Context: an optimization exercise on an open-source flow, tuned for small area and a short achievable clock period. The choices shown serve that exercise and are no tape-out recipe. In this exercise RTL edits were held to simulation tests only and were not proved equivalent to the original. Power figures rest on the tool's default switching activity, not on a simulated workload.

`flow/design.v`:
```
`default_nettype none
package mem_stage_pkg;
    typedef logic [32-1:0] word_t;
    typedef logic [4-1:0]  lane_en_t;
    typedef logic [6+1:0] byte_addr_t;
    typedef logic [6-1:0] word_addr_t;
    typedef logic [1:0]             lane_off_t;
    typedef enum logic [3:0] {
        MEM_NONE = 4'h0,
        MEM_SB   = 4'h1,
        MEM_SH   = 4'h2,
        MEM_SW   = 4'h3,
        MEM_LB   = 4'h4,
        MEM_LBU  = 4'h5,
        MEM_LH   = 4'h6,
        MEM_LHU  = 4'h7,
        MEM_LW   = 4'h8
    } mem_op_t;
    function automatic logic is_store(mem_op_t op);
        is_store = (op == MEM_SB) || (op == MEM_SH) || (op == MEM_SW);
    endfunction
    function automatic logic is_load(mem_op_t op);
        is_load = (op == MEM_LB) || (op == MEM_LBU) || (op == MEM_LH) ||
               (op == MEM_LHU) || (op == MEM_LW);
    endfunction
endpackage
`default_nettype wire
`default_nettype none
module store_lane_align (
    input  mem_stage_pkg::mem_op_t   op,
    input  mem_stage_pkg::lane_off_t lane_off,
    input  mem_stage_pkg::word_t     wdata,
    output mem_stage_pkg::word_t     lane_data,
    output mem_stage_pkg::lane_en_t  lane_en,
    output logic                     misaligned,
    input  wire                      valid
);
    logic is_sb, is_sh, is_sw;
    logic half_op, word_op;
    assign is_sb = (op == mem_stage_pkg::MEM_SB);
    assign is_sh = (op == mem_stage_pkg::MEM_SH);
    assign is_sw = (op == mem_stage_pkg::MEM_SW);
    assign lane_data[7:0]   = wdata[7:0];
    assign lane_data[15:8]  = is_sb ? wdata[7:0] : wdata[15:8];
    assign lane_data[23:16] = is_sw ? wdata[23:16] : wdata[7:0];
    assign lane_data[31:24] = is_sw ? wdata[31:24] : (is_sh ? wdata[15:8] : wdata[7:0]);
    assign lane_en[0] = valid && (is_sw || (is_sh && !lane_off[1]) || (is_sb && lane_off == 2'd0));
    assign lane_en[1] = valid && (is_sw || (is_sh && !lane_off[1]) || (is_sb && lane_off == 2'd1));
    assign lane_en[2] = valid && (is_sw || (is_sh &&  lane_off[1]) || (is_sb && lane_off == 2'd2));
    assign lane_en[3] = valid && (is_sw || (is_sh &&  lane_off[1]) || (is_sb && lane_off == 2'd3));
    assign half_op = (op == mem_stage_pkg::MEM_SH) || (op == mem_stage_pkg::MEM_LH) || (op == mem_stage_pkg::MEM_LHU);
    assign word_op = (op == mem_stage_pkg::MEM_SW) || (op == mem_stage_pkg::MEM_LW);
    assign misaligned = valid && ((half_op && lane_off[0]) ||
                                  (word_op && (lane_off != 2'b00)));
endmodule
`default_nettype wire
`default_nettype none
module data_ram (
    input  wire                       clk,
    input  mem_stage_pkg::word_addr_t word_addr,
    input  mem_stage_pkg::word_t      lane_data,
    input  mem_stage_pkg::lane_en_t   lane_en,
    output mem_stage_pkg::word_t      rd_word
);
    localparam int DEPTH  = 1 << 6;
    localparam int LANE_W = 32 / 4;
    mem_stage_pkg::word_t mem [DEPTH];
    logic [DEPTH-1:0]     wsel;
    logic [7:0] sel_hi, sel_lo;
    always_comb begin
        for (int i = 0; i < 8; i++) begin
            sel_hi[i] = (word_addr[5:3] == i[2:0]);
            sel_lo[i] = (word_addr[2:0] == i[2:0]);
        end
        for (int w = 0; w < DEPTH; w++) begin
            wsel[w] = sel_hi[w / 8] && sel_lo[w % 8];
        end
    end
    for (genvar w = 0; w < DEPTH; w++) begin : g_word
        for (genvar l = 0; l < 4; l++) begin : g_lane
            always_ff @(posedge clk) begin
                if (wsel[w] && lane_en[l]) begin
                    mem[w][LANE_W*l +: LANE_W] <= lane_data[LANE_W*l +: LANE_W];
                end
            end
        end
    end
    always_comb begin
        rd_word = '0;
        for (int w = 0; w < DEPTH; w++) begin
            rd_word = rd_word | (mem[w] & {32{wsel[w]}});
        end
    end
endmodule
`default_nettype wire
`default_nettype none
module load_lane_extract (
    input  wire                      clk,
    input  wire                      rst_n,
    input  wire                      valid,
    input  mem_stage_pkg::mem_op_t   op,
    input  mem_stage_pkg::lane_off_t lane_off,
    input  mem_stage_pkg::word_t     rd_word,
    output mem_stage_pkg::word_t     rdata,
    output logic                     rdata_valid
);
    logic                 pending;
    logic                 is_word, is_half, is_byte;
    logic [3:0]           b0_sel;    
    logic [3:0]           sgn_sel;   
    logic                 b1_lane1, b1_lane3, b1_sign;
    logic [3:0]           msb;
    logic                 sign;
    logic [7:0]           byte0;
    mem_stage_pkg::word_t result;
    always_ff @(posedge clk) begin
        if (!rst_n) begin
            pending <= 1'b0;
        end else begin
            pending <= valid && ((op == mem_stage_pkg::MEM_LB) || (op == mem_stage_pkg::MEM_LBU) ||
                                 (op == mem_stage_pkg::MEM_LH) || (op == mem_stage_pkg::MEM_LHU) ||
                                 (op == mem_stage_pkg::MEM_LW));
        end
    end
    assign rdata_valid = pending;
    assign is_word = op[3];
    assign is_half = !op[3] && op[1];
    assign is_byte = !op[3] && !op[1];
    always_comb begin
        for (int k = 0; k < 4; k++) begin
            b0_sel[k]  = (is_word && k == 0) ||
                         (is_half && k == {lane_off[1], 1'b0}) ||
                         (is_byte && k == lane_off);
            sgn_sel[k] = !op[0] &&
                         ((is_half && k == {lane_off[1], 1'b1}) ||
                          (is_byte && k == lane_off));
        end
    end
    assign b1_lane1 = is_word || (is_half && !lane_off[1]);
    assign b1_lane3 = is_half && lane_off[1];
    assign b1_sign  = is_byte;
    assign msb  = {rd_word[31], rd_word[23], rd_word[15], rd_word[7]};
    assign sign = |(sgn_sel & msb);
    assign byte0 = ({8{b0_sel[0]}} & rd_word[7:0])   |
                   ({8{b0_sel[1]}} & rd_word[15:8])  |
                   ({8{b0_sel[2]}} & rd_word[23:16]) |
                   ({8{b0_sel[3]}} & rd_word[31:24]);
    assign result[7:0]   = byte0;
    assign result[15:8]  = ({8{b1_lane1}} & rd_word[15:8]) |
                           ({8{b1_lane3}} & rd_word[31:24]) |
                           ({8{b1_sign}}  & {8{sign}});
    assign result[31:16] = is_word ? rd_word[31:16] : {16{sign}};
    always_ff @(posedge clk) begin
        rdata <= result;
    end
endmodule
`default_nettype wire
`default_nettype none
module mem_stage (
    input  wire                       clk,
    input  wire                       rst_n,
    input  wire                       valid,
    input  mem_stage_pkg::mem_op_t    op,
    input  mem_stage_pkg::byte_addr_t addr,
    input  mem_stage_pkg::word_t      wdata,
    output mem_stage_pkg::word_t      rdata,
    output logic                      rdata_valid,
    output logic                      misaligned
);
    mem_stage_pkg::word_addr_t word_addr;
    mem_stage_pkg::lane_off_t  lane_off;
    mem_stage_pkg::word_t      lane_data;
    mem_stage_pkg::lane_en_t   lane_en;
    mem_stage_pkg::word_t      rd_word;
    assign word_addr = addr[6+1:2];
    assign lane_off  = addr[1:0];
    store_lane_align u_store_align (
        .op         (op),
        .lane_off   (lane_off),
        .wdata      (wdata),
        .lane_data  (lane_data),
        .lane_en    (lane_en),
        .misaligned (misaligned),
        .valid      (valid)
    );
    data_ram u_ram (
        .clk       (clk),
        .word_addr (word_addr),
        .lane_data (lane_data),
        .lane_en   (lane_en),
        .rd_word   (rd_word)
    );
    load_lane_extract u_load_extract (
        .clk         (clk),
        .rst_n       (rst_n),
        .valid       (valid),
        .op          (op),
        .lane_off    (lane_off),
        .rd_word     (rd_word),
        .rdata       (rdata),
        .rdata_valid (rdata_valid)
    );
endmodule
`default_nettype wire
```
`flow/flow/run.sh`:
```
#!/bin/bash
# Standard ORFS layout (standard synthesis) with these changes:
# - the resizer may swap a cell for one with a different footprint, so the
#   port buffers and other cells can be sized freely;
# - port buffers start as buf_2;
# - clock tree sinks are clustered in larger groups with smaller buffers,
#   and no dummy loads are added.
set -euo pipefail
bash standard.sh synth > synth.log 2>&1
bash standard.sh MATCH_CELL_FOOTPRINT=0 \
  "BUFFER_PORTS_ARGS=-buffer_cell sky130_fd_sc_hd__buf_2" \
  "CTS_ARGS=-sink_clustering_enable -repair_clock_nets -sink_clustering_size 16 -sink_clustering_max_diameter 50 -dont_use_dummy_load -buf_list {sky130_fd_sc_hd__clkbuf_4 sky130_fd_sc_hd__clkbuf_8}" \
  finish > layout.log 2>&1
```
`flow/standard.sh`:
```
#!/bin/bash
# synth_recipe.tcl (not shown) runs the flow's synth.tcl, then flattens the netlist and writes it again
# the make line also repeats each setting of config.mk as NAME=value (left out here)
make -C /OpenROAD-flow-scripts/flow DESIGN_CONFIG=/design/flow/config.mk WORK_HOME=/design/flow/orfs CLKGATE_MAP_FILE= SYNTH_SCRIPT=/design/flow/synth_recipe.tcl "${@:-finish}"
```
`flow/config.mk`:
```
export PLATFORM = sky130hd
export DESIGN_NAME = mem_stage
export DESIGN_NICKNAME = mem_stage
export VERILOG_FILES = /design/flow/design.v
export SDC_FILE = /design/flow/constraint.sdc
export NUM_CORES = 4
export LEC_CHECK = 0
export CAP_MARGIN = 20
export CORE_MARGIN = 2
export CORE_UTILIZATION = 62
export SETUP_SLACK_MARGIN = 2.4
export SLEW_MARGIN = 20
```
`flow/constraint.sdc`:
```
create_clock -name core_clock -period 5.5 [get_ports {clk}]
set_input_delay 1.1000 -clock core_clock [delete_from_list [all_inputs] [get_ports {clk}]]
set_output_delay 1.1000 -clock core_clock [all_outputs]
set_load 0.01 [all_outputs]
```
==> summary.md, run 1 <==
### GRT
* 419000 um — global-route wire length before repair
* 19 — number of antenna violations at the first check in global routing
* 0 — residual overflow from global routing
* 50.8% — global-route total usage across every layer
* 47927 — via count of the first global-routing pass
* 65 — pin count of the biggest net entering global routing

### Pwr
* 0.280 mV — IR Drop Worst-Case VDD
* 28.2 nW — Leakage
* 0.0266 W — total chip power
* 304 nW/um2 — power density cells

### Drt
* 104000 um — sum of routed wire segments on met1
* 12695 — violation count after the first detailed-route iteration
* 0 — DRC violation count after routing
* 47.4 um — Routed WL per cell
* met5 — max layer used
* 8 — first-pass detailed-route iteration total
* 62100 um — met3 wire len
* 130000 um — metal2 WL
* 52943 — vias post-DR
* 7.76 — via density per instance
* 0 — Antenna Violating Nets Remaining
* 324000 um — WL final

### CTS
* sky130_fd_sc_hd__clkbuf_8 — CTS root buf
* built — clock tree from TritonCTS
* 2081 — clk sink count
* 0.05 ns — clock-pin transition on the worst setup and hold timing paths
* 3 — largest buffer count on any clock path
* 171 — CTS Buf Count
* 4 — deepest level of the CTS H-tree
* 0.99 ns — insertion delay to the later sink of the worst-skew pair

### Synth
* sky130_fd_sc_hd__edfxtp_1 (80%), sky130_fd_sc_hd__a22oi_1 (9.4%), sky130_fd_sc_hd__nand2_1 (2.0%) — cell types occupying the most area after synthesis
* sky130_fd_sc_hd__edfxtp_1 — largest area contributor in the synthesized netlist
* sky130_fd_sc_hd__edfxtp_1 — Most used DFF post-synth
* 79.8% — post-synth top area share
* 0% — XOR/XNOR share of the synthesized area
* 0% — Async S/R FF share, synth
* 77100 um2 — Post-Syn Area
* 0% — adder-cell share of the synthesized area
* 9.93% — compound-cell area share of the yosys netlist
* 80.6% — sequential cell area fraction in the yosys report
* 0.415% — share of synthesized area spent on multiplexers
* 2081 — flip-flop and latch count after synthesis
* 2048 — EDFF count, synth
* 4688 — net count after synthesis
* 3 — Yosys warning total
* 16.6 um2 — synthesized area per cell
* 4641 — count of mapped cells out of synthesis
* 64 — distinct cell type count after synthesis
* compound AO/OA/AOI/OAI gates — dominant combinational cell family by area after synthesis
* 7.40% — post-synthesis share of cell area spent on and, or, nand and nor gates

### Run
* 0 — total of max-cap violations

### Cells and area
* 21.7% — share of cells above drive strength 1
* 5214 — layout net count
* sky130_fd_sc_hd__edfxtp_1 (2048), sky130_fd_sc_hd__a22oi_1 (956), sky130_fd_sc_hd__buf_4 (495), sky130_fd_sc_hd__nand2_1 (414), sky130_fd_sc_hd__clkbuf_8 (171) — most used cells in the layout excluding fill and tap cells
* 62200 um2 — Sequential cell area
* 8084 — layout filler cell count
* 70.8% — Util after Layout
* 87400 um2 — post-route design area
* 13.3% — area growth from synthesis to layout
* 15500 um2 — combined area of the multi-input logic cells
* sky130_fd_sc_hd__edfxtp_1 — most frequent standard cell in the layout excluding fill and tap cells

### Floorplanning
* 123000 um2 — Placeable Area
* 62.4% — effective utilization at floorplan
* 357 um — Die Span Y
* 127000 um2 — area enclosed by the die boundary
* 357 um — width of the die
* 129 — standard-cell row count
* 81 — # IOs

### STA
* 0 — total count of max-transition violations in the final report
* 0 — Hold Violations, Final
* 0.378 ns — Post-Route Hold Slack
* 0 — Setup violations, final
* 0.0812 ns — clock skew after layout
* 3.19 ns — clock period minus final worst setup slack
* 0.314 GHz — timing-limited maximum frequency
* 24.4% — normalized max-slew margin
* true — setup repair after global routing missed its margin
* 0 ns — setup_tns
* 57.9% — final critical-path share of the clock period
* 1.13 ns — measured slew at the worst slew-check pin

### Worst setup path
* 0.55 ns — delay of the slowest critical-path stage
* 10 — top fanout value on the critical path
* input pin — critical path launch point type
* sky130_fd_sc_hd__buf_2 — cell seen most often among critical-path stages
* buf_2 -> nor2b_2 -> buf_2 — Critical Path, Cell by Cell
* 4.40 ns — critical path data required time
* 2.09 ns — Arrival @ worst endpoint
* output port — sort of element at the end of the critical path
* sky130_fd_sc_hd__buf_2 — critical-path cell with the highest stage delay
* in2out — path type of the worst setup path

### Placement
* 1.08 — global placement routability congestion
* 82600 um2 — total placed instance area
* 206000 um — Detail Placement HPWL
* 80 — number of buffer cells added on primary ports

### Status
* timing/DRC/antenna clean — run status

### Worst hold path
* in2reg — type of the worst min-delay path

[cell usage after synthesis, types with 7 or more instances]
cell                        instances
sky130_fd_sc_hd__edfxtp_1        2048
sky130_fd_sc_hd__a22oi_1          961
sky130_fd_sc_hd__nand2_1          417
sky130_fd_sc_hd__nor2_1           339
sky130_fd_sc_hd__clkbuf_1         135
sky130_fd_sc_hd__nand4_1          131
sky130_fd_sc_hd__nand3_1          119
sky130_fd_sc_hd__buf_2             72
sky130_fd_sc_hd__buf_1             65
sky130_fd_sc_hd__nor3_1            64
sky130_fd_sc_hd__nor4_1            61
sky130_fd_sc_hd__dfxtp_1           33
sky130_fd_sc_hd__and3_1            18
sky130_fd_sc_hd__mux2_2            16
sky130_fd_sc_hd__nand2_2           15
sky130_fd_sc_hd__o21ai_0           15
sky130_fd_sc_hd__mux2i_1           14
sky130_fd_sc_hd__buf_6             11
sky130_fd_sc_hd__a21oi_1            8
sky130_fd_sc_hd__nand4bb_1          7
[final timing paths]
path                               startpoint                                end  slack (ns)  depth (start not counted)
setup reg to reg  u_ram.mem[57][31]$_DFFE_PP_    u_load_extract.rdata[8]$_DFF_P_        2.65                          9
hold reg to reg    u_ram.mem[16][7]$_DFFE_PP_    u_load_extract.rdata[7]$_DFF_P_        0.79                          4
hold / removal                          rst_n  u_load_extract.pending$_SDFF_PN0_        0.38                          3
setup / recovery                        valid                         misaligned        2.31                          3
[metal layers]
layer / GRT usage (%) / up-vias
met2: 67.8 / 6039
met1: 66.8 / 25955
met3: 23.4 / 1363
met4: 33.6 / 20
met5: 0.370 / -
li1: - / 19566
[report_power, final]
part	internal, W	switching [W]	total (W)
registers	0.0175	0.0000305	0.0175
logic	0.000344	0.00110	0.00145
clock network	0.00277	0.00481	0.00758
[metrics by stage]
stage	setup slack [ns]	cells
floorplan	2.18	4641
global placement	0.506	6465
detailed placement	0.524	6468
CTS	2.34	6779
global route	2.33	6805
finish	2.31	6820
[logic make-up after synthesis]
family,Yosys count
DFF,2081
and+or+nand+nor,1222
AOI/OAI and AO/OA,1020
buffers and inverters,288
muxes,30
[registers in the layout (all words and copies together) (netlist names)]
| register | count |
|---|---|
| u_load_extract.pending | 1 |
| u_load_extract.rdata | 32 |
| u_ram.mem | 2048 |
[area by class of cell]
cell class | instances | share of cell area, %
Antenna cell | 18 | 0.0516
Clock buffer | 171 | 2.69
Inverter | 3 | 0.0129
Multi-Input combinational cell | 2280 | 17.8
Sequential cell | 2081 | 71.1
Tap cell | 1637 | 2.34
Timing Repair Buffer | 630 | 5.97
[critical path: cells and delay by family]
| family | cells | cell delay [ns] |
|---|---|---|
| buf+inv | 2 | 0.69 |
| simple gates | 1 | 0.29 |
[repair_timing]
item | in CTS | in global routing
endpoints found under the setup margin | 1289 | 418
endpoints found under the hold margin | 0 | 0
hold buffers | 0 | 0
cloned | 5 | 4
resized for setup | 135 | 69
pin swaps | 61 | 12
buffers inserted | 135 | 18
==> inputs of run 2 (changes only) <==
==> flow/flow/run.sh (replaced) <==
#!/bin/bash
# Standard ORFS layout (standard synthesis) with these changes:
# - the resizer may swap a cell for one with a different footprint, so the
#   port buffers and other cells can be sized freely;
# - port buffers start as buf_2;
# - the pins of the misaligned check sit together (flow/io.tcl);
# - clock tree sinks are clustered in larger groups with smaller buffers,
#   and no dummy loads are added.
set -euo pipefail
bash standard.sh synth > synth.log 2>&1
bash standard.sh MATCH_CELL_FOOTPRINT=0 \
  "BUFFER_PORTS_ARGS=-buffer_cell sky130_fd_sc_hd__buf_2" \
  "PRE_IO_PLACEMENT_TCL=$PWD/flow/io.tcl" \
  "CTS_ARGS=-sink_clustering_enable -repair_clock_nets -sink_clustering_size 16 -sink_clustering_max_diameter 50 -dont_use_dummy_load -buf_list {sky130_fd_sc_hd__clkbuf_4 sky130_fd_sc_hd__clkbuf_8}" \
  finish > layout.log 2>&1
==> flow/flow/io.tcl (new file) <==
# Keep the pins of the combinational alignment check together, so that
# the input-to-output path of misaligned stays short.
set_io_pin_constraint -group -order -pin_names {op[3] op[2] op[1] op[0] valid addr[1] addr[0] misaligned}
==> run 2 against run 1 <==
Net effect: largest cell class unchanged; sequential cell count unchanged; clock power fell by 1%; critical endpoint is now u_load_extract.rdata[8]$_DFF_P_; highest routed layer unchanged; via count increased by 0.51%.
==> summary.md, run 2 <==
### Status
* timing/DRC/antenna clean — run status

### Cells and area
* 5256 — layout net count
* sky130_fd_sc_hd__edfxtp_1 — most frequent standard cell in the layout excluding fill and tap cells
* 8086 — layout filler cell count
* 15500 um2 — combined area of the multi-input logic cells
* 62200 um2 — Sequential cell area
* 2048 — max reg flops
* 22.2% — share of cells above drive strength 1
* 6858 — Final Non-Filler Cells
* 14.0% — area growth from synthesis to layout
* u_ram.mem: 2048 flops, u_load_extract.rdata: 32 flops, u_load_extract.pending: 1 flops — registers with the most flip-flops
* u_ram.mem — most flop-heavy register
* sky130_fd_sc_hd__edfxtp_1 (2048), sky130_fd_sc_hd__a22oi_1 (938), sky130_fd_sc_hd__buf_4 (526), sky130_fd_sc_hd__nand2_1 (413), sky130_fd_sc_hd__nor2_1 (182) — most used cells in the layout excluding fill and tap cells

### Synth
* 64 — distinct cell type count after synthesis
* sky130_fd_sc_hd__edfxtp_1 — largest area contributor in the synthesized netlist
* 4688 — net count after synthesis
* 79.8% — post-synth top area share
* sky130_fd_sc_hd__edfxtp_1 (2048), sky130_fd_sc_hd__a22oi_1 (961), sky130_fd_sc_hd__nand2_1 (417) — top post-synthesis cells by count
* 77100 um2 — Post-Syn Area
* 2081 — flip-flop and latch count after synthesis
* sky130_fd_sc_hd__edfxtp_1 (80%), sky130_fd_sc_hd__a22oi_1 (9.4%), sky130_fd_sc_hd__nand2_1 (2.0%) — cell types occupying the most area after synthesis
* 3 — Yosys warning total
* 80.6% — sequential cell area fraction in the yosys report
* sky130_fd_sc_hd__edfxtp_1 — cell with the most instances after synthesis
* 4641 — count of mapped cells out of synthesis
* 0% — Async S/R FF share, synth
* 16.6 um2 — synthesized area per cell
* sky130_fd_sc_hd__edfxtp_1 — Most used DFF post-synth
* 2048 — EDFF count, synth

### STA
* 0 — Hold Violations, Final
* 2.20 ns — post-route setup slack
* 21.1% — normalized max-slew margin
* true — setup repair after global routing missed its margin
* 0 — Setup violations, final
* 0.383 ns — Post-Route Hold Slack
* 0 ns — setup_tns
* 0.303 GHz — timing-limited maximum frequency
* 1.18 ns — measured slew at the worst slew-check pin
* 0 — total count of max-transition violations in the final report
* 60.0% — final critical-path share of the clock period
* 0.0753 ns — clock skew after layout
* 3.30 ns — clock period minus final worst setup slack

### Worst setup path
* buf_6 -> or2_4 -> buf_12 -> nor2_4 -> buf_12 -> a22oi_1 -> nand2_1 -> nor4_4 -> nand4_1 -> buf_6 -> a22oi_1 -> o21ai_0 — Critical Path, Cell by Cell
* in2reg — path type of the worst setup path
* simple AND/OR/NAND/NOR gates — family with the most delay on the worst path
* 4.12 ns — Arrival @ worst endpoint
* 4 — Worst Path Buf+Inv
* input pin — critical path launch point type
* 6.32 ns — critical path data required time
* 0.63 ns — delay of the slowest critical-path stage
* flip-flop — sort of element at the end of the critical path
* 15 — top fanout value on the critical path
* sky130_fd_sc_hd__nor4_4 — critical-path cell with the highest stage delay

### Drt
* 47.6 um — Routed WL per cell
* 53213 — vias post-DR
* 12363 — violation count after the first detailed-route iteration
* 0 — DRC violation count after routing
* 326000 um — WL final
* 0 — Antenna Violating Nets Remaining
* 7.76 — via density per instance
* 8 — first-pass detailed-route iteration total

### Floorplanning
* 81 — # IOs
* 123000 um2 — Placeable Area
* 62.4% — effective utilization at floorplan
* 357 um — width of the die
* 129 — standard-cell row count
* 357 um — Die Span Y
* 127000 um2 — area enclosed by the die boundary

### GRT
* 0 — residual overflow from global routing
* 47549 — via count of the first global-routing pass
* 422000 um — global-route wire length before repair
* 65 — pin count of the biggest net entering global routing
* 51.1% — global-route total usage across every layer
* 16 — number of antenna violations at the first check in global routing

### Worst hold path
* in2reg — type of the worst min-delay path

### Run
* 0 — total of max-cap violations

### CTS
* 3 — largest buffer count on any clock path
* 0.97 ns — insertion delay to the later sink of the worst-skew pair
* 4 — deepest level of the CTS H-tree
* built — clock tree from TritonCTS
* 0.06 ns — clock-pin transition on the worst setup and hold timing paths
* 2081 — clk sink count
* sky130_fd_sc_hd__clkbuf_8 — CTS root buf
* 167 — CTS Buf Count

### Placement
* 1.09 — global placement routability congestion
* 6518 — Placed Cells
* 0.346 ns — Post-Place Setup Slack
* 208000 um — Detail Placement HPWL
* 80 — number of buffer cells added on primary ports

### Pwr
* 302 nW/um2 — power density cells
* 0.338 mV — IR Drop Worst-Case VDD
* 28.5 nW — Leakage
* 0.0265 W — total chip power

[run 2: cell count changes in the layout (fill, tap and decap cells not counted), sizes merged]
cell / delta
buf: +44
diode: -4
and2: +2
nor2b: -2
clkbuf: -1
nor2: -1
[run 2: worst paths after layout]
kind	startpoint	to	slack, ns	cells after the start
min reg2reg	u_ram.mem[16][7]$_DFFE_PP_	u_load_extract.rdata[7]$_DFF_P_	0.79	4
min	rst_n	u_load_extract.pending$_SDFF_PN0_	0.38	3
max reg2reg	u_ram.mem[51][31]$_DFFE_PP_	u_load_extract.rdata[22]$_DFF_P_	2.44	10
max	addr[5]	u_load_extract.rdata[8]$_DFF_P_	2.20	12
[run 2: cell families (layout without fill, tap and decap cells)]
| logic type | count (synthesis) | in the layout | synth area share, % |
|---|---|---|---|
| multiplexers | 30 | 30 | 0.415 |
| other | 0 | 14 | 0 |
| AO/OA/AOI/OAI | 1020 | 1024 | 9.93 |
| flip-flops | 2081 | 2081 | 80.6 |
| AND/OR/NAND/NOR | 1222 | 1225 | 7.40 |
| buffers and inverters | 288 | 847 | 1.64 |
[run 2: per-stage QoR]
| step | instance area [um2] | util (%) |
|---|---|---|
| floorplan | 77600 | - |
| global placement | 82900 | 67.2 |
| detailed placement | 83100 | 67.3 |
| CTS | 86900 | 70.4 |
| global route | 87900 | 71.2 |
| finish | 87900 | 71.2 |
[run 2: routing by layer]
metal / routed length [um] / up-vias / GRT usage [%] / share of wire (%)
li1: - / 19639 / - / -
met1: 106000 / 26169 / 69.0 / 32
met2: 133000 / 6114 / 69.4 / 41
met3: 61900 / 1267 / 21.4 / 19
met4: 25500 / 24 / 31.2 / 7.8
met5: 611 / - / 0.741 / 0.19
[run 2: area by class of cell]
type | count | share of cell area, %
Inverter | 3 | 0.0128
Sequential cell | 2081 | 70.7
Multi-Input combinational cell | 2279 | 17.7
Antenna cell | 14 | 0.0399
Timing Repair Buffer | 677 | 6.58
Clock buffer | 167 | 2.62
Tap cell | 1637 | 2.33
[run 2: worst register-to-register path: cells and delay by family (launching register included)]
family | cells | cell delay, ns
buffers and inverters | 2 | 0.35
DFF | 1 | 0.36
and+or+nand+nor | 6 | 1.44
AOI/OAI and AO/OA | 2 | 0.86
[run 2: what timing repair did]
item	in CTS	in global routing
hold buffers	0	0
buffers inserted	109	38
endpoints found under the setup margin	1170	258
resized for setup	123	95
pin swaps	39	33
cloned	5	6
[run 2: where the power goes]
group          switching, W  leakage (nW)  internal [W]  total [W]
sequential        0.0000321          18.6        0.0175     0.0175
clock               0.00479          1.20       0.00271    0.00750
combinational       0.00111          8.68      0.000362    0.00147
total               0.00593          28.5        0.0206     0.0265
==> inputs of run 3 (changes only) <==
--- a/flow/config.mk
+++ b/flow/config.mk
@@ -7,6 +7,6 @@
 export LEC_CHECK = 0
 export CAP_MARGIN = 20
 export CORE_MARGIN = 2
-export CORE_UTILIZATION = 62
-export SETUP_SLACK_MARGIN = 2.4
+export CORE_UTILIZATION = 58
+export SETUP_SLACK_MARGIN = 2.55
 export SLEW_MARGIN = 20
==> run 3 against run 2 <==
Net effect: still clean on timing, DRC and antenna; die area grew 6.8%; non-clock buffer count shrank 118; via count shrank 0.84%; worst hold slack gained 0.037 ns; wire length grew 3.2%; register-to-register slack gained 0.27 ns.
==> summary.md, run 3 <==
### Status
* timing/DRC/antenna clean — run status

### Worst setup path
* flip-flop — sort of element at the end of the critical path
* 0.70 ns — delay of the slowest critical-path stage
* 18 — top fanout value on the critical path
* u_ram.mem[25][23]$_DFFE_PP_ — R2R Path Start
* buf_16 -> buf_12 -> buf_4 -> nor4b_4 -> buf_4 -> nand2_1 -> nor2_4 — Critical Path, Cell by Cell
* 3.67 ns — Arrival @ worst endpoint
* in2reg — path type of the worst setup path
* u_load_extract.rdata[28]$_DFF_P_ — critical register-to-register path endpoint
* 2.71 ns — R2R Setup Slk
* input pin — critical path launch point type
* 6.05 ns — critical path data required time
* sky130_fd_sc_hd__nor4b_4 — critical-path cell with the highest stage delay
* 11 — count of cells along the worst register-to-register path
* 4 — Worst Path Buf+Inv
* sky130_fd_sc_hd__buf_4 — cell seen most often among critical-path stages
* simple AND/OR/NAND/NOR gates — family with the most delay on the worst path

### Drt
* 49.1 um — Routed WL per cell
* 0 — Antenna Violating Nets Remaining
* 0 — DRC violation count after routing
* 52767 — vias post-DR
* 337000 um — WL final
* 7 — first-pass detailed-route iteration total
* 11748 — violation count after the first detailed-route iteration
* 7.70 — via density per instance

### Synth
* 2081 — flip-flop and latch count after synthesis
* 16.6 um2 — synthesized area per cell
* 4688 — net count after synthesis
* sky130_fd_sc_hd__edfxtp_1 — largest area contributor in the synthesized netlist
* 64 — distinct cell type count after synthesis
* sky130_fd_sc_hd__edfxtp_1 (2048), sky130_fd_sc_hd__a22oi_1 (961), sky130_fd_sc_hd__nand2_1 (417) — top post-synthesis cells by count
* 77100 um2 — Post-Syn Area
* 80.6% — sequential cell area fraction in the yosys report
* sky130_fd_sc_hd__edfxtp_1 — Most used DFF post-synth
* sky130_fd_sc_hd__edfxtp_1 — cell with the most instances after synthesis
* 0% — Async S/R FF share, synth
* 3 — Yosys warning total
* 2048 — EDFF count, synth
* 79.8% — post-synth top area share
* 4641 — count of mapped cells out of synthesis
* sky130_fd_sc_hd__edfxtp_1 (80%), sky130_fd_sc_hd__a22oi_1 (9.4%), sky130_fd_sc_hd__nand2_1 (2.0%) — cell types occupying the most area after synthesis

### Cells and area
* u_ram.mem: 2048 flops, u_load_extract.rdata: 32 flops, u_load_extract.pending: 1 flops — registers with the most flip-flops
* 5136 — layout net count
* 6857 — Final Non-Filler Cells
* sky130_fd_sc_hd__edfxtp_1 — most frequent standard cell in the layout excluding fill and tap cells
* 8816 — layout filler cell count
* sky130_fd_sc_hd__edfxtp_1 (2048), sky130_fd_sc_hd__a22oi_1 (922), sky130_fd_sc_hd__nand2_1 (399), sky130_fd_sc_hd__buf_4 (351), sky130_fd_sc_hd__nor2_4 (313) — most used cells in the layout excluding fill and tap cells
* 16.1% — area growth from synthesis to layout
* 24.9% — share of cells above drive strength 1
* u_ram.mem — most flop-heavy register
* 2048 — max reg flops
* 68.0% — Util after Layout

### STA
* 0 — Hold Violations, Final
* 3.12 ns — clock period minus final worst setup slack
* 0.0686 ns — clock skew after layout
* 0 ns — setup_tns
* 0 — total count of max-transition violations in the final report
* 0.420 ns — Post-Route Hold Slack
* 1.08 ns — measured slew at the worst slew-check pin
* 0 — Setup violations, final
* 28.1% — normalized max-slew margin
* true — setup repair after global routing missed its margin
* 56.8% — final critical-path share of the clock period
* 0.320 GHz — timing-limited maximum frequency

### Worst hold path
* rst_n — Worst Min Path Start
* 3 — hold path cells
* u_load_extract.pending$_SDFF_PN0_ — hold worst-path end
* in2reg — type of the worst min-delay path

### CTS
* built — clock tree from TritonCTS
* 0 — # hold bufs at CTS
* 0.09 ns — clock-pin transition on the worst setup and hold timing paths
* 169 — CTS Buf Count
* sky130_fd_sc_hd__clkbuf_8 — CTS root buf
* 3 — largest buffer count on any clock path
* 0.95 ns — insertion delay to the later sink of the worst-skew pair
* 2081 — clk sink count
* 4 — deepest level of the CTS H-tree

### Floorplanning
* 132000 um2 — Placeable Area
* 369 um — width of the die
* 81 — # IOs
* 369 um — Die Span Y
* 136000 um2 — area enclosed by the die boundary
* 58.6% — effective utilization at floorplan
* 133 — standard-cell row count

### Placement
* 6473 — Placed Cells
* 80 — number of buffer cells added on primary ports
* 1.03 — global placement routability congestion
* 217000 um — Detail Placement HPWL

### Pwr
* 28.2 nW — Leakage
* 0.288 mV — IR Drop Worst-Case VDD
* 298 nW/um2 — power density cells
* 0.0267 W — total chip power

### GRT
* 0 — residual overflow from global routing
* 435000 um — global-route wire length before repair
* 49.1% — global-route total usage across every layer
* 47738 — via count of the first global-routing pass
* 66 — pin count of the biggest net entering global routing
* 29 — number of antenna violations at the first check in global routing

### Run
* 0 — total of max-cap violations

run 3: area by class of cell:
cell class	instances	area [um2]	area share, %
flip-flops and latches	2081	62200	69.4
multi-input cells	2275	17300	19.3
repair buffers	559	5480	6.12
clock buffers	169	2330	2.60
well taps	1755	2200	2.45
diodes	15	37.5	0.0419
inverters	3	11.3	0.0126
run 3: metrics by stage:
step / setup slack [ns] / area (um2)
final: 2.38 / 89500
after floorplan: 2.41 / 79600
after global placement: 0.367 / 83700
after detailed placement: 0.423 / 83700
after CTS: 2.49 / 88500
after global routing: 2.35 / 89500
run 3: worst max path at each step:
stage,cells after the start,start,end
after floorplan,12,addr[3],u_load_extract.rdata[15]$_DFF_P_
after global placement,10,addr[2],u_load_extract.rdata[13]$_DFF_P_
after detailed placement,10,addr[2],u_load_extract.rdata[12]$_DFF_P_
after CTS,8,op[3],misaligned
after global routing,8,op[3],misaligned
final,7,addr[3],u_ram.mem[32][0]$_DFFE_PP_
run 3: layer usage:
metal | global-route usage, % | up-vias | routed length, um
met5 | 0.605 | - | 321
met2 | 69.0 | 5755 | 142000
met1 | 64.7 | 26475 | 111000
met4 | 26.6 | 30 | 22900
met3 | 21.3 | 1090 | 60500
li1 | - | 19417 | -
run 3: what timing repair did:
action / CTS / global route
gates cloned: 4 / 7
endpoints found under the setup margin: 1912 / 54
setup buffers: 159 / 30
resized for setup: 157 / 103
pin swaps: 76 / 47
run 3: cell families after synthesis:
| kind of cell | count (synthesis) | synth area share, % |
|---|---|---|
| AO/OA/AOI/OAI | 1020 | 9.93 |
| AND/OR/NAND/NOR | 1222 | 7.40 |
| buffers and inverters | 288 | 1.64 |
| flip-flops | 2081 | 80.6 |
| multiplexers | 30 | 0.415 |
run 3: worst register-to-register path, stage by stage, from the launching register on:
cell and delay [ns]:
sky130_fd_sc_hd__edfxtp_1 0.42, sky130_fd_sc_hd__mux2i_4 0.30, sky130_fd_sc_hd__nor3_1 0.13, sky130_fd_sc_hd__a2111oi_2 0.37
sky130_fd_sc_hd__buf_4 0.17, sky130_fd_sc_hd__nand4_1 0.19, sky130_fd_sc_hd__nor4_4 0.28, sky130_fd_sc_hd__a31oi_4 0.15
sky130_fd_sc_hd__o32ai_4 0.26, sky130_fd_sc_hd__buf_12 0.17, sky130_fd_sc_hd__clkbuf_16 0.17, sky130_fd_sc_hd__nand2_2 0.05
run 3: report_power, final:
part           internal, W  switching (W)  total, W
logic             0.000416        0.00117   0.00158
clock network      0.00274        0.00485   0.00759
registers           0.0175      0.0000304    0.0175
==> inputs of run 4 (changes only) <==
--- a/flow/config.mk
+++ b/flow/config.mk
@@ -7,6 +7,6 @@
 export LEC_CHECK = 0
 export CAP_MARGIN = 20
 export CORE_MARGIN = 2
-export CORE_UTILIZATION = 58
-export SETUP_SLACK_MARGIN = 2.55
+export CORE_UTILIZATION = 64
+export SETUP_SLACK_MARGIN = 2.5
 export SLEW_MARGIN = 20
==> run 4 against run 3 <==
Net effect: combinational power is 4% lower; setup slack lost 0.079 ns; worst hold slack lost 0.035 ns; critical path depth up 5; die area is 9.3% lower; wire length fell by 3.4%; maximum frequency fell by 2.5%; core utilization rose by 5.9 points; sequential share of layout area grew 0.82 points; count of clock-buffer cells in the layout is the same; clock power is essentially flat; critical path type unchanged; largest power group unchanged.
==> summary.md, run 4 <==
### Worst setup path
* 16 — top fanout value on the critical path
* sky130_fd_sc_hd__nand4_1 — critical-path cell with the highest stage delay
* u_ram.mem[50][8]$_DFFE_PP_ — R2R Path Start
* 6 — count of cells along the worst register-to-register path
* input pin — critical path launch point type
* 6.31 ns — critical path data required time
* in2reg — path type of the worst setup path
* flip-flop — sort of element at the end of the critical path
* 2.71 ns — R2R Setup Slk
* u_load_extract.rdata[8]$_DFF_P_ — critical register-to-register path endpoint
* 4.01 ns — Arrival @ worst endpoint
* buf_16 -> buf_12 -> nand4b_1 -> buf_4 -> nor2_4 -> buf_12 -> a22oi_2 -> nand2_2 -> nor4_4 -> nand4_1 -> a22oi_2 -> nand2_1 — Critical Path, Cell by Cell
* 0.68 ns — delay of the slowest critical-path stage

### GRT
* 0 — residual overflow from global routing
* 19 — number of antenna violations at the first check in global routing
* 416000 um — global-route wire length before repair
* 52.3% — global-route total usage across every layer
* 47079 — via count of the first global-routing pass
* 68 — pin count of the biggest net entering global routing

### CTS
* 0.08 ns — clock-pin transition on the worst setup and hold timing paths
* 1.00 ns — insertion delay to the later sink of the worst-skew pair
* sky130_fd_sc_hd__clkbuf_8 — CTS root buf
* 0 — # hold bufs at CTS
* built — clock tree from TritonCTS
* 4 — deepest level of the CTS H-tree
* 2081 — clk sink count
* 3 — largest buffer count on any clock path
* 169 — CTS Buf Count

### Pwr
* 5.7% — fraction of power consumed by combinational cells
* 65.9% — sequential share of power
* 0.00600 W — net switching power figure
* 0.0266 W — total chip power
* 28.4% — part of the power in the clock network
* 22.5% — share of total power consumed by net switching
* 301 nW/um2 — power density cells
* 27.9 nW — Leakage
* 0.0206 W — Internal Power
* 0.370 mV — IR Drop Worst-Case VDD

### Drt
* 12948 — violation count after the first detailed-route iteration
* 326000 um — WL final
* 7.93 — via density per instance
* 53180 — vias post-DR
* 48.6 um — Routed WL per cell
* 0 — Antenna Violating Nets Remaining
* 0 — DRC violation count after routing
* 8 — first-pass detailed-route iteration total

### Floorplanning
* 120000 um2 — Placeable Area
* 81 — # IOs
* 123000 um2 — area enclosed by the die boundary
* 351 um — Die Span Y
* 351 um — width of the die
* 127 — standard-cell row count
* 64.4% — effective utilization at floorplan

### Synth
* 64 — distinct cell type count after synthesis
* 2081 — flip-flop and latch count after synthesis
* 79.8% — post-synth top area share
* sky130_fd_sc_hd__edfxtp_1 (80%), sky130_fd_sc_hd__a22oi_1 (9.4%), sky130_fd_sc_hd__nand2_1 (2.0%) — cell types occupying the most area after synthesis
* sky130_fd_sc_hd__edfxtp_1 — largest area contributor in the synthesized netlist
* 2048 — EDFF count, synth
* 4641 — count of mapped cells out of synthesis
* 80.6% — sequential cell area fraction in the yosys report
* 3 — Yosys warning total
* sky130_fd_sc_hd__edfxtp_1 — cell with the most instances after synthesis
* sky130_fd_sc_hd__edfxtp_1 — Most used DFF post-synth
* 77100 um2 — Post-Syn Area
* 4688 — net count after synthesis
* 16.6 um2 — synthesized area per cell
* sky130_fd_sc_hd__edfxtp_1 (2048), sky130_fd_sc_hd__a22oi_1 (961), sky130_fd_sc_hd__nand2_1 (417) — top post-synthesis cells by count
* 0% — Async S/R FF share, synth

### Cells and area
* sky130_fd_sc_hd__edfxtp_1 — most frequent standard cell in the layout excluding fill and tap cells
* 24.0% — share of cells above drive strength 1
* 5119 — layout net count
* 6707 — Final Non-Filler Cells
* 16900 um2 — combined area of the multi-input logic cells
* 62200 um2 — Sequential cell area
* 14.7% — area growth from synthesis to layout
* 73.9% — Util after Layout
* u_ram.mem — most flop-heavy register
* u_ram.mem: 2048 flops, u_load_extract.rdata: 32 flops, u_load_extract.pending: 1 flops — registers with the most flip-flops
* 7228 — layout filler cell count
* 2048 — max reg flops
* sky130_fd_sc_hd__edfxtp_1 (2048), sky130_fd_sc_hd__a22oi_1 (916), sky130_fd_sc_hd__nand2_1 (399), sky130_fd_sc_hd__buf_4 (360), sky130_fd_sc_hd__nor2_4 (270) — most used cells in the layout excluding fill and tap cells

### STA
* 0 — Hold Violations, Final
* 58.3% — final critical-path share of the clock period
* 0 ns — setup_tns
* 1.20 ns — measured slew at the worst slew-check pin
* 0.385 ns — Post-Route Hold Slack
* 0.312 GHz — timing-limited maximum frequency
* 19.4% — normalized max-slew margin
* 0 — Setup violations, final
* true — setup repair after global routing missed its margin
* 0 — total count of max-transition violations in the final report
* 0.0839 ns — clock skew after layout
* 3.20 ns — clock period minus final worst setup slack

### Worst hold path
* rst_n — Worst Min Path Start
* u_load_extract.pending$_SDFF_PN0_ — hold worst-path end
* in2reg — type of the worst min-delay path
* 3 — hold path cells

### Placement
* 80 — number of buffer cells added on primary ports
* 1.10 — global placement routability congestion
* 6330 — Placed Cells
* 208000 um — Detail Placement HPWL

### Status
* timing/DRC/antenna clean — run status

### Run
* 0 — total of max-cap violations

[run 4: cell counts after synthesis]
No cell type changed its count.
[run 4: critical path: cells and delay by family]
family                 cells  cell delay, ns
buffers and inverters      4            0.63
AOI/OAI and AO/OA          2            0.68
and+or+nand+nor            6            1.56
[run 4: cell families after synthesis]
| logic type | share of synthesized area (%) |
|---|---|
| AND/OR/NAND/NOR | 7.40 |
| multiplexers | 0.415 |
| buffers and inverters | 1.64 |
| AO/OA/AOI/OAI | 9.93 |
| flip-flops | 80.6 |
[run 4: power by group through the flow]
stage          combinational (W)  clock, W  sequential (W)
5_1_grt                  0.00151   0.00788          0.0175
6_report                 0.00152   0.00757          0.0175
3_5_place_dp             0.00126         0          0.0179
2_1_floorplan           0.000533         0          0.0179
3_3_place_gp             0.00124         0          0.0179
4_1_cts                  0.00134   0.00740          0.0175
[run 4: repair_timing]
action / CTS / global route
cloned: 4 / 10
endpoints found under the setup margin: 1775 / 99
gates resized for setup: 171 / 112
buffers inserted: 115 / 53
pin swaps: 77 / 69
endpoints found under the hold margin: 0 / 0
[run 4: worst max path at each step]
stage / from / slack [ns] / to / depth (start not counted)
floorplan: op[3] / 2.23 / u_ram.mem[37][24]$_DFFE_PP_ / 9
global placement: addr[5] / 0.39 / u_load_extract.rdata[2]$_DFF_P_ / 11
detailed placement: addr[5] / 0.41 / u_load_extract.rdata[2]$_DFF_P_ / 11
CTS: addr[6] / 2.22 / u_load_extract.rdata[2]$_DFF_P_ / 11
global route: op[3] / 2.39 / misaligned / 7
finish: addr[2] / 2.30 / u_load_extract.rdata[2]$_DFF_P_ / 12
[run 4: area by class of cell]
cell class                      instances  area share, %
Antenna cell                           25         0.0707
Timing Repair Buffer                  540           5.61
Multi-Input combinational cell       2277           19.1
Inverter                                3         0.0127
Sequential cell                      2081           70.3
Clock buffer                          169           2.63
Tap cell                             1612           2.28
[run 4: per-stage QoR]
stage          setup slack, ns  instance area (um2)
3_3_place_gp             0.386                82800
2_1_floorplan             2.23                79100
3_5_place_dp             0.409                82900
6_report                  2.30                88500
4_1_cts                   2.22                87100
5_1_grt                   2.39                88400
[run 4: layer usage]
layer  global-route usage [%]  wire [um]  vias up
li1                         -          -    19388
met1                     67.9     103000    26006
met2                     69.4     130000     6346
met3                     27.1      65700     1422
met4                     32.9      26300       18
met5                     1.92        459        -
==> inputs of run 5 (changes only) <==
--- a/flow/config.mk
+++ b/flow/config.mk
@@ -7,6 +7,6 @@
 export LEC_CHECK = 0
 export CAP_MARGIN = 20
 export CORE_MARGIN = 2
-export CORE_UTILIZATION = 64
-export SETUP_SLACK_MARGIN = 2.5
+export CORE_UTILIZATION = 62
+export SETUP_SLACK_MARGIN = 2.6
 export SLEW_MARGIN = 20
==> run 5 against run 4 <==
Net effect: still clean; count of clock-buffer cells in the layout shrank 1; setup slack gained 0.17 ns; clock power shrank 0.5%; maximum frequency grew 5.4%; design area grew 0.96%; wire length grew 2.6%.
==> summary.md, run 5 <==
### Worst setup path
* in2out — path type of the worst setup path
* u_load_extract.rdata[15]$_DFF_P_ — critical register-to-register path endpoint
* u_ram.mem[41][31]$_DFFE_PP_ — R2R Path Start
* 1.94 ns — Arrival @ worst endpoint
* 8 — count of cells along the worst register-to-register path
* 2.78 ns — R2R Setup Slk
* sky130_fd_sc_hd__buf_2 — critical-path cell with the highest stage delay
* buf_2 -> nand3_2 -> a21oi_2 -> a21oi_1 -> nor2b_1 -> buf_2 — Critical Path, Cell by Cell
* 4.40 ns — critical path data required time
* input pin — critical path launch point type
* 9 — top fanout value on the critical path
* sky130_fd_sc_hd__buf_2 — cell seen most often among critical-path stages
* output port — sort of element at the end of the critical path
* 0.25 ns — delay of the slowest critical-path stage

### Placement
* 213000 um — Detail Placement HPWL
* 1.10 — global placement routability congestion
* 80 — number of buffer cells added on primary ports

### Pwr
* 28.2% — part of the power in the clock network
* 299 nW/um2 — power density cells
* 0.288 mV — IR Drop Worst-Case VDD
* 22.5% — share of total power consumed by net switching
* 0.0207 W — Internal Power
* 6.0% — fraction of power consumed by combinational cells
* 28.2 nW — Leakage
* 65.8% — sequential share of power
* 0.00601 W — net switching power figure

### Cells and area
* sky130_fd_sc_hd__edfxtp_1 — most frequent standard cell in the layout excluding fill and tap cells
* sky130_fd_sc_hd__edfxtp_1 (2048), sky130_fd_sc_hd__a22oi_1 (936), sky130_fd_sc_hd__nand2_1 (381), sky130_fd_sc_hd__buf_4 (374), sky130_fd_sc_hd__nor2_4 (321) — most used cells in the layout excluding fill and tap cells
* 7735 — layout filler cell count
* 2048 — max reg flops
* 15.8% — area growth from synthesis to layout
* u_ram.mem: 2048 flops, u_load_extract.rdata: 32 flops, u_load_extract.pending: 1 flops — registers with the most flip-flops
* 5144 — layout net count
* 25.2% — share of cells above drive strength 1
* 72.3% — Util after Layout
* u_ram.mem — most flop-heavy register

### Drt
* 7.91 — via density per instance
* 334000 um — WL final
* 9 — first-pass detailed-route iteration total
* 0 — DRC violation count after routing
* 12884 — violation count after the first detailed-route iteration
* 49.5 um — Routed WL per cell
* 53390 — vias post-DR
* 0 — Antenna Violating Nets Remaining

### STA
* 0.106 ns — clock skew after layout
* 0 — total count of max-transition violations in the final report
* 0 — Hold Violations, Final
* 21.2% — normalized max-slew margin
* 1.18 ns — measured slew at the worst slew-check pin
* 3.04 ns — clock period minus final worst setup slack
* 55.3% — final critical-path share of the clock period
* 0 — Setup violations, final
* true — setup repair after global routing missed its margin
* 0 ns — setup_tns
* 0.329 GHz — timing-limited maximum frequency

### Synth
* sky130_fd_sc_hd__edfxtp_1 — largest area contributor in the synthesized netlist
* sky130_fd_sc_hd__edfxtp_1 (80%), sky130_fd_sc_hd__a22oi_1 (9.4%), sky130_fd_sc_hd__nand2_1 (2.0%) — cell types occupying the most area after synthesis
* 2081 — flip-flop and latch count after synthesis
* sky130_fd_sc_hd__edfxtp_1 (2048), sky130_fd_sc_hd__a22oi_1 (961), sky130_fd_sc_hd__nand2_1 (417) — top post-synthesis cells by count
* 0% — Async S/R FF share, synth
* 79.8% — post-synth top area share
* 4641 — count of mapped cells out of synthesis
* sky130_fd_sc_hd__edfxtp_1 — Most used DFF post-synth
* 4688 — net count after synthesis
* 64 — distinct cell type count after synthesis
* 77100 um2 — Post-Syn Area
* 16.6 um2 — synthesized area per cell
* 2048 — EDFF count, synth
* sky130_fd_sc_hd__edfxtp_1 — cell with the most instances after synthesis
* 80.6% — sequential cell area fraction in the yosys report
* 3 — Yosys warning total

### GRT
* 52.2% — global-route total usage across every layer
* 48745 — via count of the first global-routing pass
* 68 — pin count of the biggest net entering global routing
* 0 — residual overflow from global routing
* 23 — number of antenna violations at the first check in global routing
* 431000 um — global-route wire length before repair

### CTS
* 3 — largest buffer count on any clock path
* 0.07 ns — clock-pin transition on the worst setup and hold timing paths
* 168 — CTS Buf Count
* 4 — deepest level of the CTS H-tree
* 0.96 ns — insertion delay to the later sink of the worst-skew pair
* sky130_fd_sc_hd__clkbuf_8 — CTS root buf
* built — clock tree from TritonCTS
* 2081 — clk sink count

### Worst hold path
* u_load_extract.pending$_SDFF_PN0_ — hold worst-path end
* in2reg — type of the worst min-delay path
* rst_n — Worst Min Path Start
* 3 — hold path cells

### Status
* timing/DRC/antenna clean — run status

### Floorplanning
* 357 um — width of the die
* 62.4% — effective utilization at floorplan
* 129 — standard-cell row count
* 81 — # IOs
* 123000 um2 — Placeable Area
* 357 um — Die Span Y
* 127000 um2 — area enclosed by the die boundary

### Run
* 0 — total of max-cap violations

[run 5: power groups by stage]
stage	Clock (W)	Sequential (W)	Combinational [W]
2_1_floorplan	0	0.0179	0.000558
3_3_place_gp	0	0.0179	0.00128
3_5_place_dp	0	0.0179	0.00130
4_1_cts	0.00736	0.0175	0.00141
5_1_grt	0.00789	0.0175	0.00158
6_report	0.00753	0.0175	0.00159
[run 5: area by class of cell]
type                            count  area, um2  area share, %
Timing Repair Buffer              563       5460           6.11
Antenna cell                       14       35.0         0.0392
Clock buffer                      168       2310           2.59
Inverter                            3       11.3         0.0126
Multi-Input combinational cell   2280      17300           19.4
Sequential cell                  2081      62200           69.6
Tap cell                         1637       2050           2.29
[run 5: worst max path at each step]
stage,slack [ns],start,cells after the start,endpoint
6_report,2.46,addr[1],6,misaligned
5_1_grt,2.42,addr[1],6,misaligned
4_1_cts,2.45,op[3],7,misaligned
3_5_place_dp,0.55,addr[2],11,u_load_extract.rdata[26]$_DFF_P_
3_3_place_gp,0.50,addr[2],11,u_load_extract.rdata[26]$_DFF_P_
2_1_floorplan,2.39,op[3],10,u_ram.mem[17][24]$_DFFE_PP_
[run 5: per-layer routing]
| metal | routed length (um) | GRT usage [%] | vias to the layer above | share of wire, % |
|---|---|---|---|---|
| met4 | 29400 | 33.6 | 20 | 8.8 |
| met5 | 148 | 0 | - | 0.044 |
| met1 | 104000 | 66.7 | 26154 | 31 |
| met3 | 62700 | 23.3 | 1443 | 19 |
| met2 | 138000 | 73.1 | 6315 | 41 |
| li1 | - | - | 19458 | - |
[run 5: kinds of logic (layout without fill, tap and decap cells)]
group / Yosys count / in the layout / share of synthesized area, %
DFF: 2081 / 2081 / 80.6
and+or+nand+nor: 1222 / 1225 / 7.40
AOI/OAI and AO/OA: 1020 / 1025 / 9.93
buffers and inverters: 288 / 734 / 1.64
muxes: 30 / 30 / 0.415
other: 0 / 14 / 0
[run 5: worst max-delay path, delay by kind of cell]
kind	cells	cell delay, ns
compound gates	2	0.20
buf+inv	2	0.39
simple gates	2	0.24
[run 5: stage by stage]
step / power, W / cell area, um2 / setup WS (ns) / hold WS [ns] / instances
2_1_floorplan: 0.0185 / 79900 / 2.39 / 0.572 / 4641
3_5_place_dp: 0.0192 / 83400 / 0.555 / 0.802 / 6332
3_3_place_gp: 0.0192 / 83300 / 0.503 / 0.800 / 6329
6_report: 0.0267 / 89300 / 2.46 / 0.385 / 6746
4_1_cts: 0.0263 / 88000 / 2.45 / 0.372 / 6670
5_1_grt: 0.0270 / 89300 / 2.42 / 0.428 / 6735
[run 5: repair_timing]
| action | in CTS | in global routing |
|---|---|---|
| hold buffers | 0 | 0 |
| pin swaps | 74 | 40 |
| cloned | 7 | 15 |
| buffers inserted | 163 | 47 |
| endpoints found under the setup margin | 2059 | 128 |
| endpoints found under the hold margin | 0 | 0 |
| resized for setup | 133 | 103 |
==> inputs of run 6 (changes only) <==
==> flow/run.sh (new file) <==
#!/bin/bash
# synth_recipe.tcl (not shown) runs the flow's synth.tcl, then flattens the netlist and writes it again
# the make line also repeats each setting of config.mk as NAME=value (left out here)
make -C /OpenROAD-flow-scripts/flow DESIGN_CONFIG=/design/flow/config.mk WORK_HOME=/design/flow/orfs CLKGATE_MAP_FILE= SYNTH_SCRIPT=/design/flow/synth_recipe.tcl finish
--- a/flow/config.mk
+++ b/flow/config.mk
@@ -8,5 +8,8 @@
 export CAP_MARGIN = 20
 export CORE_MARGIN = 2
 export CORE_UTILIZATION = 62
-export SETUP_SLACK_MARGIN = 2.6
+export CTS_BUF_LIST = sky130_fd_sc_hd__clkbuf_4 sky130_fd_sc_hd__clkbuf_8
+export CTS_CLUSTER_DIAMETER = 50
+export CTS_CLUSTER_SIZE = 16
+export SETUP_SLACK_MARGIN = 2.4
 export SLEW_MARGIN = 20
removed: flow/flow/run.sh
removed: flow/flow/io.tcl
removed: flow/standard.sh
==> run 6 against run 5 <==
Net effect: non-clock buffer count up 105; maximum frequency decreased by 8.1%; power up 5.5%; critical endpoint is now u_load_extract.rdata[13]$_DFF_P_; largest power group unchanged; combinational power decreased by 4%; register-to-register slack got worse by 0.05 ns; largest cell class unchanged; sequential power about the same; count of clock-buffer cells in the layout grew 16; synthesized cell count stayed put.
==> summary.md, run 6 <==
### Pwr
* 32.2% — part of the power in the clock network
* 0.260 mV — IR Drop Worst-Case VDD
* 0.0217 W — Internal Power
* 0.00641 W — net switching power figure
* 28.9 nW — Leakage
* 62.4% — sequential share of power
* 22.8% — share of total power consumed by net switching
* 5.4% — fraction of power consumed by combinational cells
* 317 nW/um2 — power density cells
* 0.0281 W — total chip power

### Cells and area
* sky130_fd_sc_hd__edfxtp_1 (2048), sky130_fd_sc_hd__a22oi_1 (956), sky130_fd_sc_hd__buf_4 (532), sky130_fd_sc_hd__nand2_1 (412), sky130_fd_sc_hd__nor2_1 (203) — most used cells in the layout excluding fill and tap cells
* 21.2% — share of cells above drive strength 1
* 88700 um2 — post-route design area
* u_ram.mem: 2048 flops, u_load_extract.rdata: 32 flops, u_load_extract.pending: 1 flops — registers with the most flip-flops
* 5245 — layout net count
* 15.1% — area growth from synthesis to layout
* 2048 — max reg flops
* sky130_fd_sc_hd__edfxtp_1 — most frequent standard cell in the layout excluding fill and tap cells
* u_ram.mem — most flop-heavy register

### Floorplanning
* 123000 um2 — Placeable Area
* 81 — # IOs
* 357 um — width of the die
* 62.4% — effective utilization at floorplan
* 129 — standard-cell row count
* 127000 um2 — area enclosed by the die boundary
* 357 um — Die Span Y

### Drt
* 9 — first-pass detailed-route iteration total
* 46.7 um — Routed WL per cell
* 7.62 — via density per instance
* 12652 — violation count after the first detailed-route iteration
* 60300 um — met3 wire len
* 0 — Antenna Violating Nets Remaining
* 0 — DRC violation count after routing
* 104000 um — sum of routed wire segments on met1
* 324000 um — WL final
* met5 — max layer used
* 52925 — vias post-DR
* 133000 um — metal2 WL

### Worst hold path
* 3 — hold path cells
* op[1] — Worst Min Path Start
* in2reg — type of the worst min-delay path
* u_load_extract.rdata[15]$_DFF_P_ — hold worst-path end

### CTS
* built — clock tree from TritonCTS
* 2081 — clk sink count
* 4 — deepest level of the CTS H-tree
* sky130_fd_sc_hd__clkbuf_8 — CTS root buf
* 0 — # hold bufs at CTS
* 169 — CTS Buf Count
* 0.09 ns — clock-pin transition on the worst setup and hold timing paths
* 0.98 ns — insertion delay to the later sink of the worst-skew pair
* 3 — largest buffer count on any clock path

### Worst setup path
* 6.35 ns — critical path data required time
* u_ram.mem[17][31]$_DFFE_PP_ — R2R Path Start
* in2reg — path type of the worst setup path
* flip-flop — sort of element at the end of the critical path
* input pin — critical path launch point type
* u_load_extract.rdata[13]$_DFF_P_ — critical register-to-register path endpoint
* 4.16 ns — Arrival @ worst endpoint
* 24 — top fanout value on the critical path
* 11 — count of cells along the worst register-to-register path
* 2.73 ns — R2R Setup Slk

### Synth
* sky130_fd_sc_hd__edfxtp_1 (2048), sky130_fd_sc_hd__a22oi_1 (961), sky130_fd_sc_hd__nand2_1 (417) — top post-synthesis cells by count
* sky130_fd_sc_hd__edfxtp_1 — largest area contributor in the synthesized netlist
* 3 — Yosys warning total
* 16.6 um2 — synthesized area per cell
* 77100 um2 — Post-Syn Area
* 64 — distinct cell type count after synthesis
* 2081 — flip-flop and latch count after synthesis
* sky130_fd_sc_hd__edfxtp_1 (80%), sky130_fd_sc_hd__a22oi_1 (9.4%), sky130_fd_sc_hd__nand2_1 (2.0%) — cell types occupying the most area after synthesis
* sky130_fd_sc_hd__edfxtp_1 — Most used DFF post-synth
* 0% — Async S/R FF share, synth
* 4641 — count of mapped cells out of synthesis
* sky130_fd_sc_hd__edfxtp_1 — cell with the most instances after synthesis
* 80.6% — sequential cell area fraction in the yosys report
* 79.8% — post-synth top area share
* 2048 — EDFF count, synth
* 4688 — net count after synthesis

### STA
* 0 — Setup violations, final
* 0 — total count of max-transition violations in the final report
* 3.31 ns — clock period minus final worst setup slack
* 0.0396 ns — clock skew after layout
* 1.18 ns — measured slew at the worst slew-check pin
* 60.1% — final critical-path share of the clock period
* 0 — Hold Violations, Final
* 20.8% — normalized max-slew margin
* 0.302 GHz — timing-limited maximum frequency
* true — setup repair after global routing missed its margin
* 2.19 ns — post-route setup slack

### Placement
* 1.11 — global placement routability congestion
* 208000 um — Detail Placement HPWL
* -0.167 ns — Post-Place Setup Slack
* 83500 um2 — total placed instance area
* 80 — number of buffer cells added on primary ports

### GRT
* 50.8% — global-route total usage across every layer
* 11 — number of antenna violations at the first check in global routing
* 65 — pin count of the biggest net entering global routing
* 0 — residual overflow from global routing
* 48089 — via count of the first global-routing pass
* 420000 um — global-route wire length before repair

### Status
* timing/DRC/antenna clean — run status

### Run
* 0 — total of max-cap violations

==> run 6: layout make-up <==
type | count | area [um2]
Inverter | 3 | 11.3
Antenna cell | 12 | 30.0
Tap cell | 1637 | 2050
Fill cell | 7973 | 34700
Sequential cell | 2081 | 62200
Timing Repair Buffer | 668 | 5850
Clock inverter | 82 | 966
Clock buffer | 184 | 2460
Multi-Input combinational cell | 2275 | 15200
==> run 6: metal layers <==
layer / up-vias / GRT usage (%)
li1: 19724 / -
met1: 25802 / 68.2
met2: 6092 / 69.8
met3: 1305 / 19.4
met4: 2 / 33.4
met5: - / 0
==> run 6: kinds of logic (layout without fill, tap and decap cells) <==
logic type	after synthesis	in the layout	share of synthesized area, %
DFF	2081	2081	80.6
AOI/OAI and AO/OA	1020	1020	9.93
muxes	30	30	0.415
buffers and inverters	288	937	1.64
other	0	12	0
and+or+nand+nor	1222	1225	7.40
==> run 6: worst max-delay path: stages <==
cell and delay [ns]:
sky130_fd_sc_hd__buf_4 0.18, sky130_fd_sc_hd__buf_4 0.20, sky130_fd_sc_hd__nand2_2 0.11, sky130_fd_sc_hd__buf_8 0.20, sky130_fd_sc_hd__nor2_4 0.05, sky130_fd_sc_hd__buf_4 0.37
sky130_fd_sc_hd__a22oi_1 0.42, sky130_fd_sc_hd__nand4_1 0.15, sky130_fd_sc_hd__nor2_1 0.37, sky130_fd_sc_hd__a31oi_4 0.23, sky130_fd_sc_hd__o32ai_4 0.31, sky130_fd_sc_hd__buf_4 0.18
sky130_fd_sc_hd__buf_12 0.14, sky130_fd_sc_hd__o21ai_0 0.10
==> run 6: metrics by stage <==
step | hold WS, ns | TNS [ns] | cells | utilization, %
after floorplan | 0.572 | 0 | 4641 | -
after CTS | 0.458 | 0 | 6882 | 71.2
after global placement | 0.746 | -0.131 | 6514 | 67.4
final | 0.463 | 0 | 6942 | 71.9
after global routing | 0.461 | 0 | 6931 | 71.9
after detailed placement | 0.767 | -0.266 | 6521 | 67.6
==> run 6: power groups by stage <==
stage / logic (W) / registers (W) / clock network, W
3_3_place_gp: 0.00131 / 0.0179 / 0
5_1_grt: 0.00152 / 0.0175 / 0.00949
6_report: 0.00153 / 0.0175 / 0.00906
2_1_floorplan: 0.000496 / 0.0179 / 0
4_1_cts: 0.00138 / 0.0175 / 0.00896
3_5_place_dp: 0.00134 / 0.0179 / 0
==> run 6: what timing repair did <==
| action | CTS | global route |
|---|---|---|
| gates resized for setup | 115 | 73 |
| setup buffers | 94 | 41 |
| gates cloned | 1 | 5 |
| pin swaps | 45 | 18 |
| setup endpoints to repair | 2759 | 287 |
==> run 6: how the worst max path moves through the flow <==
stage                                                   to  cells past startpoint  startpoint  slack (ns)
after floorplan                u_ram.mem[19][16]$_DFFE_PP_                      9       op[3]        2.18
after global placement    u_load_extract.rdata[13]$_DFF_P_                     13     addr[5]       -0.08
after detailed placement  u_load_extract.rdata[13]$_DFF_P_                     13     addr[5]       -0.17
after CTS                 u_load_extract.rdata[13]$_DFF_P_                     14     addr[3]        2.34
after global routing                            misaligned                      8       op[1]        2.34
final                     u_load_extract.rdata[13]$_DFF_P_                     14     addr[5]        2.19

==> separate check: timing with driven ports <==
The flow's constraints put no driver on any port. The routed layouts listed below were extracted and timed again, unchanged, in two steps.
Step 1 (the two cells are an assumption about what drives the block):
set clk [get_ports {clk}]
set_driving_cell -lib_cell sky130_fd_sc_hd__clkbuf_16 $clk
set_driving_cell -lib_cell sky130_fd_sc_hd__buf_2 [delete_from_list [all_inputs] $clk]
Step 2 times the ports against the registers' clock, not the clock port: input delays grow and output delays shrink by t, the midpoint of the rising clock arrivals with the driver on.
a / b / c = ideal ports / drivers / drivers and shift; a / b = the first two.
run | shift t [ns] | setup WS [ns] | hold slack, ns | clock arrival spread, ns | worst data-port slew with drivers (ns)
run 1 | 1.053 | 2.314 / 2.245 / 1.192 | 0.378 / 0.321 / 0.791 | 0.130 / 0.130 | 0.23
run 2 | 1.026 | 2.202 / 2.090 / 1.065 | 0.383 / 0.329 / 0.791 | 0.115 / 0.115 | 0.23
run 3 | 1.002 | 2.375 / 2.225 / 1.223 | 0.420 / 0.359 / 0.804 | 0.088 / 0.088 | 0.31
run 4 | 1.029 | 2.296 / 2.075 / 1.046 | 0.385 / 0.330 / 0.852 | 0.093 / 0.094 | 0.35
run 5 | 1.020 | 2.461 / 2.292 / 1.272 | 0.385 / 0.318 / 0.809 | 0.155 / 0.155 | 0.34
run 6 | 1.047 | 2.192 / 2.151 / 1.104 | 0.463 / 0.422 / 0.820 | 0.056 / 0.056 | 0.19
After both steps setup and hold are still met in every run listed. The setup slack of run 4, which loses most, moves by -0.221 ns with the drivers and by -1.250 ns with both steps.
